What follows belongs to an exercise in optimizing a design on an open flow for small area and a short achievable clock period; a production flow would make more cautious choices.
In this exercise RTL edits were held to simulation tests only and were not proved equivalent to the original.
No activity file was given, so power comes from the tool's default toggle rates.

==> v14 <==
==> flow/design.v (excerpt) <==
module noc_router (
    input  logic          clk,
    input  logic          reset,
    output logic          polarity,
    input  logic [324:0]  in_link,     
    output logic [4:0]    in_ready,
    output logic [324:0]  out_link,
    input  logic [4:0]    out_ready
);
==> module noc_input_bank, before the edit <==
module noc_input_bank (
    input  logic          clk,
    input  logic          reset,
    input  logic [324:0]  in_link,
    output logic [4:0]    in_ready,
    input  logic [4:0]    granted,     
    output logic [319:0]  head_pkt,    
    output logic [24:0]   req          
);
    logic [4:0]        full_x;     
    logic [4:0]        full_y;     
    logic [4:0]        empty_x;    
    logic [4:0][63:0]  pkt_x;
    logic [4:0][63:0]  pkt_y;
    logic [4:0]        xnz_x, ynz_x;    
    logic [4:0]        xnz_y, ynz_y;    
    always_ff @(posedge clk) begin
        if (reset) begin
            full_x  <= '0;
            empty_x <= '1;
            full_y  <= '0;
        end else begin
            for (int i = 0; i < 5; i++) begin
                full_x[i]  <= full_y[i] & ~granted[i];
                empty_x[i] <= ~full_y[i] | granted[i];
                full_y[i] <= full_x[i] | in_link[65*i + 64];
            end
        end
    end
    always_ff @(posedge clk) begin
        for (int i = 0; i < 5; i++) begin
            pkt_x[i] <= pkt_y[i];
            xnz_x[i] <= xnz_y[i];
            ynz_x[i] <= ynz_y[i];
            pkt_y[i] <= ({64{full_x[i]}} & pkt_x[i]) | ({64{empty_x[i]}} & in_link[65*i +: 64]);
            xnz_y[i] <= (full_x[i] & xnz_x[i]) | (empty_x[i] & (in_link[65*i + 52 +: 4] != 4'd0));
            ynz_y[i] <= (full_x[i] & ynz_x[i]) | (empty_x[i] & (in_link[65*i + 48 +: 4] != 4'd0));
        end
    end
    always_comb begin
        logic [4:0] r;
        req = '0;
        for (int i = 0; i < 5; i++) begin
            in_ready[i]        = empty_x[i];
            head_pkt[64*i +: 64] = pkt_y[i];
            r = router_pkg::route_onehot(xnz_y[i], ynz_y[i], head_pkt[64*i + 62], head_pkt[64*i + 61]) & {5{full_y[i]}};
            for (int o = 0; o < 5; o++)
                req[5*o + i] = r[o];
        end
    end
endmodule
==> module noc_aoi222, before the edit <==
module noc_aoi222 (
    input  logic [2:0] a,
    input  logic [2:0] b,
    output logic       y
);
    assign y = ~((a[0] & b[0]) | (a[1] & b[1]) | (a[2] & b[2]));
endmodule
==> module noc_output_port, before the edit <==
module noc_output_port #(
    parameter int PORT = 0       
) (
    input  logic          clk,
    input  logic          reset,
    input  logic [319:0]  head_pkt,
    input  logic [4:0]    req,
    output logic [4:0]    grant,
    input  logic          out_ready,
    output logic [64:0]   out_link    
);
    logic          full_x;
    logic          full_y;
    logic [2:0]    ptr_x;
    logic [2:0]    ptr_y;
    logic [2:0]    ptr_next;
    logic [63:0]   pkt_x;
    logic [63:0]   pkt_y;
    logic [63:0]   next_x;
    logic          send;
    logic [63:0]   out_pkt;
    rr_arbiter u_arb (
        .enable   (~full_y),
        .req      (req),
        .ptr_cur  (ptr_y),
        .grant    (grant),
        .ptr_next (ptr_next)
    );
    logic [63:0] half_a;
    logic [63:0] half_b;
    for (genvar k = 0; k < 64; k++) begin : g_bit
        noc_aoi222 u_a (
            .a ({grant[2], grant[1], grant[0]}),
            .b ({head_pkt[128 + k], head_pkt[64 + k], head_pkt[k]}),
            .y (half_a[k])
        );
        noc_aoi222 u_b (
            .a ({full_y, grant[4], grant[3]}),
            .b ({pkt_y[k], head_pkt[256 + k], head_pkt[192 + k]}),
            .y (half_b[k])
        );
    end
    assign next_x = ~(half_a & half_b);
    always_ff @(posedge clk) begin
        if (reset) begin
            full_x <= 1'b0;
            full_y <= 1'b0;
            ptr_x  <= '0;
            ptr_y  <= '0;
        end else begin
            full_x <= full_y | (|grant);
            full_y <= full_x & ~out_ready;
            ptr_x  <= ptr_next;
            ptr_y  <= ptr_x;
        end
    end
    always_ff @(posedge clk) begin
        pkt_x <= next_x;
        pkt_y <= pkt_x;
    end
    assign send     = full_x & out_ready;
    always_comb begin
        out_pkt = pkt_x;
        case (PORT)
            1, 3: begin                  
                out_pkt[55:52] = 4'd0;
                out_pkt[51:48] = pkt_x[51:48] - 4'd1;
                out_pkt[61]    = (PORT == 3);
            end
            2, 4: begin                  
                out_pkt[55:52] = pkt_x[55:52] - 4'd1;
                out_pkt[62]    = (PORT == 4);
            end
            default: out_pkt[55:48] = 8'd0;    
        endcase
    end
    assign out_link = {send, out_pkt};
endmodule
Settings: LEC_CHECK=0, CAP_MARGIN=10, CORE_MARGIN=2, CORE_UTILIZATION=55, CTS_BUF_LIST=sky130_fd_sc_hd__clkbuf_16, CTS_CLUSTER_DIAMETER=80, CTS_CLUSTER_SIZE=30, PLACE_DENSITY=0.7, SLEW_MARGIN=10; clock period 10.0 ns.
standard.sh (not shown) runs the stock make flow with config.mk's settings and CLKGATE_MAP_FILE= SYNTH_SCRIPT=/design/flow/synth_recipe.tcl, a recipe that flattens the netlist after the stock synthesis.
==> flow/flow/run.sh <==
#!/bin/bash
# Own layout flow: the standard flow, with
#  - the standard flow's synthesis script, but an area-oriented ABC mapping script
#  - small buffers on the ports instead of the clkdlybuf4s50 cells that
#    buffer_ports picks by default
#  - timing repair aiming well past the 10 ns target
# Each tool's output goes to a log file in the work folder.
set -euo pipefail
WORK=$(pwd)
export FLOW_FLOW_DIR=$WORK/flow
{ head -n 1 synth_recipe.tcl; cat flow/abc_override.tcl; tail -n +2 synth_recipe.tcl; } > own_synth.tcl
export BUFFER_PORTS_ARGS="-buffer_cell sky130_fd_sc_hd__buf_1"
# The clock target is 10 ns, so without a margin timing repair never runs;
# ask it to aim for a shorter achieved period
export SETUP_SLACK_MARGIN=5.7
bash standard.sh SYNTH_SCRIPT=$WORK/own_synth.tcl finish > standard_flow.log 2>&1
==> flow/flow/abc_override.tcl <==
# Map with an area-oriented ABC script instead of ORFS's; everything else in
# the synthesis is the standard one
proc abc {args} {
  set i [lsearch -exact $args -script]
  if { $i >= 0 } {
    lset args [expr {$i + 1}] $::env(FLOW_FLOW_DIR)/area.abc
  }
  yosys abc {*}$args
}
==> flow/flow/area.abc <==
&get -n
&st
&dch -f
&nf -a -R 1000
&put
==> v27: changes against v14 <==
--- a/flow/design.v
+++ b/flow/design.v
@@ -14,10 +14,12 @@
     localparam int Y_HOPS_LSB = 48;
-    function automatic logic [4:0] route_onehot(input logic x_nz, input logic y_nz,
-                                                input logic x_sign, input logic y_sign);
+    function automatic logic [4:0] route_onehot(input logic [63:0] pkt);
+        logic x_nz, y_nz;
         logic [4:0] r;
+        x_nz = pkt[X_HOPS_LSB +: 4] != 4'd0;
+        y_nz = pkt[Y_HOPS_LSB +: 4] != 4'd0;
         r[0] = !x_nz && !y_nz;
-        r[1] = !x_nz &&  y_nz && !y_sign;
-        r[2] =  x_nz && !x_sign;
-        r[3] = !x_nz &&  y_nz &&  y_sign;
-        r[4] =  x_nz &&  x_sign;
+        r[1] = !x_nz &&  y_nz && !pkt[Y_SIGN_BIT];
+        r[2] =  x_nz && !pkt[X_SIGN_BIT];
+        r[3] = !x_nz &&  y_nz &&  pkt[Y_SIGN_BIT];
+        r[4] =  x_nz &&  pkt[X_SIGN_BIT];
         route_onehot = r;
@@ -79,16 +81,11 @@
     logic [4:0]        full_y;     
-    logic [4:0]        empty_x;    
     logic [4:0][63:0]  pkt_x;
     logic [4:0][63:0]  pkt_y;
-    logic [4:0]        xnz_x, ynz_x;    
-    logic [4:0]        xnz_y, ynz_y;    
     always_ff @(posedge clk) begin
         if (reset) begin
-            full_x  <= '0;
-            empty_x <= '1;
-            full_y  <= '0;
+            full_x <= '0;
+            full_y <= '0;
         end else begin
             for (int i = 0; i < 5; i++) begin
-                full_x[i]  <= full_y[i] & ~granted[i];
-                empty_x[i] <= ~full_y[i] | granted[i];
+                full_x[i] <= full_y[i] & ~granted[i];
                 full_y[i] <= full_x[i] | in_link[65*i + 64];
@@ -100,7 +97,3 @@
             pkt_x[i] <= pkt_y[i];
-            xnz_x[i] <= xnz_y[i];
-            ynz_x[i] <= ynz_y[i];
-            pkt_y[i] <= ({64{full_x[i]}} & pkt_x[i]) | ({64{empty_x[i]}} & in_link[65*i +: 64]);
-            xnz_y[i] <= (full_x[i] & xnz_x[i]) | (empty_x[i] & (in_link[65*i + 52 +: 4] != 4'd0));
-            ynz_y[i] <= (full_x[i] & ynz_x[i]) | (empty_x[i] & (in_link[65*i + 48 +: 4] != 4'd0));
+            pkt_y[i] <= full_x[i] ? pkt_x[i] : in_link[65*i +: 64];
         end
@@ -111,5 +104,5 @@
         for (int i = 0; i < 5; i++) begin
-            in_ready[i]        = empty_x[i];
+            in_ready[i]        = ~full_x[i];
             head_pkt[64*i +: 64] = pkt_y[i];
-            r = router_pkg::route_onehot(xnz_y[i], ynz_y[i], head_pkt[64*i + 62], head_pkt[64*i + 61]) & {5{full_y[i]}};
+            r = router_pkg::route_onehot(pkt_y[i]) & {5{full_y[i]}};
             for (int o = 0; o < 5; o++)
@@ -120,9 +113,2 @@
 `timescale 1ns/100ps
-module noc_aoi222 (
-    input  logic [2:0] a,
-    input  logic [2:0] b,
-    output logic       y
-);
-    assign y = ~((a[0] & b[0]) | (a[1] & b[1]) | (a[2] & b[2]));
-endmodule
 module noc_output_port #(
@@ -145,2 +131,4 @@
     logic [63:0]   pkt_y;
+    logic [63:0]   sel_pkt;
+    logic [63:0]   load_pkt;
     logic [63:0]   next_x;
@@ -155,17 +143,23 @@
     );
-    logic [63:0] half_a;
-    logic [63:0] half_b;
-    for (genvar k = 0; k < 64; k++) begin : g_bit
-        noc_aoi222 u_a (
-            .a ({grant[2], grant[1], grant[0]}),
-            .b ({head_pkt[128 + k], head_pkt[64 + k], head_pkt[k]}),
-            .y (half_a[k])
-        );
-        noc_aoi222 u_b (
-            .a ({full_y, grant[4], grant[3]}),
-            .b ({pkt_y[k], head_pkt[256 + k], head_pkt[192 + k]}),
-            .y (half_b[k])
-        );
-    end
-    assign next_x = ~(half_a & half_b);
+    always_comb begin
+        sel_pkt = '0;
+        for (int i = 0; i < 5; i++)
+            sel_pkt = sel_pkt | ({64{grant[i]}} & head_pkt[64*i +: 64]);
+        load_pkt = sel_pkt;
+        case (PORT)
+            1, 3: begin                  
+                load_pkt[55:52] = 4'd0;
+                load_pkt[51:48] = sel_pkt[51:48] - 4'd1;
+                load_pkt[61]    = (PORT == 3);
+            end
+            2, 4: begin                  
+                load_pkt[55:52] = sel_pkt[55:52] - 4'd1;
+                load_pkt[62]    = (PORT == 4);
+            end
+            default: begin               
+                load_pkt[55:48] = 8'd0;
+            end
+        endcase
+        next_x = full_y ? pkt_y : load_pkt;
+    end
     always_ff @(posedge clk) begin
@@ -191,12 +185,8 @@
         case (PORT)
-            1, 3: begin                  
+            1, 3: begin
                 out_pkt[55:52] = 4'd0;
-                out_pkt[51:48] = pkt_x[51:48] - 4'd1;
                 out_pkt[61]    = (PORT == 3);
             end
-            2, 4: begin                  
-                out_pkt[55:52] = pkt_x[55:52] - 4'd1;
-                out_pkt[62]    = (PORT == 4);
-            end
-            default: out_pkt[55:48] = 8'd0;    
+            2, 4: out_pkt[62]    = (PORT == 4);
+            default: out_pkt[55:48] = 8'd0;
         endcase
==> flow/run.sh (new file) <==
#!/bin/bash
# synth_recipe.tcl (not shown) runs the flow's synth.tcl, then flattens the netlist and writes it again
# the make line also repeats each setting of config.mk as NAME=value (left out here)
make -C /OpenROAD-flow-scripts/flow DESIGN_CONFIG=/design/flow/config.mk WORK_HOME=/design/flow/orfs CLKGATE_MAP_FILE= SYNTH_SCRIPT=/design/flow/synth_recipe.tcl finish
- ABC_AREA: default -> 1
- CAP_MARGIN: 10 -> 20
- CORE_UTILIZATION: 55 -> 40
- CTS_BUF_LIST: sky130_fd_sc_hd__clkbuf_16 -> default
- CTS_CLUSTER_DIAMETER: 80 -> default
- CTS_CLUSTER_SIZE: 30 -> default
- PLACE_DENSITY: 0.7 -> 0.6
- SLEW_MARGIN: 10 -> 20
removed: flow/flow/run.sh
removed: flow/flow/abc_override.tcl
removed: flow/flow/area.abc
removed: flow/standard.sh
==> comparison table <==
Multi-input comb cells: v14 1,682; v27 3,265
Leak pwr: v14 18.25 nW; v27 24.40 nW
Die Y-Extent: v14 275.3 um; v27 335.2 um
FF+latch area: v14 26,400 um2; v27 25,880 um2
Adder-cell area share of the yosys netlist: v14 0.1483%; v27 0.1369%
Register bit total from synthesis: v14 1,316; v27 1,291
First-pass GRT wire length: v14 216,900 um; v27 274,500 um
Layout cells sized above 1: v14 4.619%; v27 6.795%
Number of buffers added by the clock tree synthesis step: v14 51; v27 135
Post-Route M1 WL: v14 56,910 um; v27 78,420 um
Detailed router's first-iteration violation count: v14 7,180; v27 5,396
Number of tap instances: v14 959; v27 1,414
Worst setup skew after layout: v14 0.02615 ns; v27 0.03090 ns
Multi-input logic portion of the cell area: v14 27.90%; v27 27.41%
Met1 GRT Util: v14 50.43%; v27 44.47%
Net count of the finished layout: v14 4,113; v27 6,102
Highest achievable clock rate: v14 229.6 MHz; v27 182.8 MHz
H-Tree Depth: v14 2; v27 4
Post-detailed-route wirelength per cell: v14 33.06 um; v27 26.95 um
Outcome: v14 no timing/DRC/antenna violations; v27 no timing/DRC/antenna violations
Net switching power figure: v14 2.965 mW; v27 3.550 mW
Core area: v14 72,960 um2; v27 108,900 um2
Hpwl dp: v14 91,110 um; v27 120,900 um
Area used by multi-input combinational logic: v14 12,430 um2; v27 15,330 um2
Netlist Area Pre-Place: v14 40,490 um2; v27 43,870 um2

## static timing again, ports no longer ideal
No port has a modelled driver above. Below, the same layouts with a new extraction and two added sets of constraints. Step 1, drivers: a clkbuf_16 drives clk and a buf_2 each remaining input, both assumed. Step 2 moves the port delays by t, midway between the first and last clock arrival at a register: inputs arrive t later, outputs are due t later. That takes back most of the time a late clock gives input paths. Slacks: ideal ports / drivers / drivers and shift; pairs: ideal ports / drivers.
run | shift t [ns] | slack for setup (ns) | hold WS [ns]
v14 | 0.722 | 5.645 / 5.601 / 5.601 | 0.344 / 0.344 / 0.344
v27 | 0.816 | 4.531 / 4.531 / 4.531 | 0.348 / 0.348 / 0.348
After both steps setup and hold are still met in every run listed. The setup slack of v14, which loses most, moves by -0.044 ns with the drivers and by -0.044 ns with both steps.
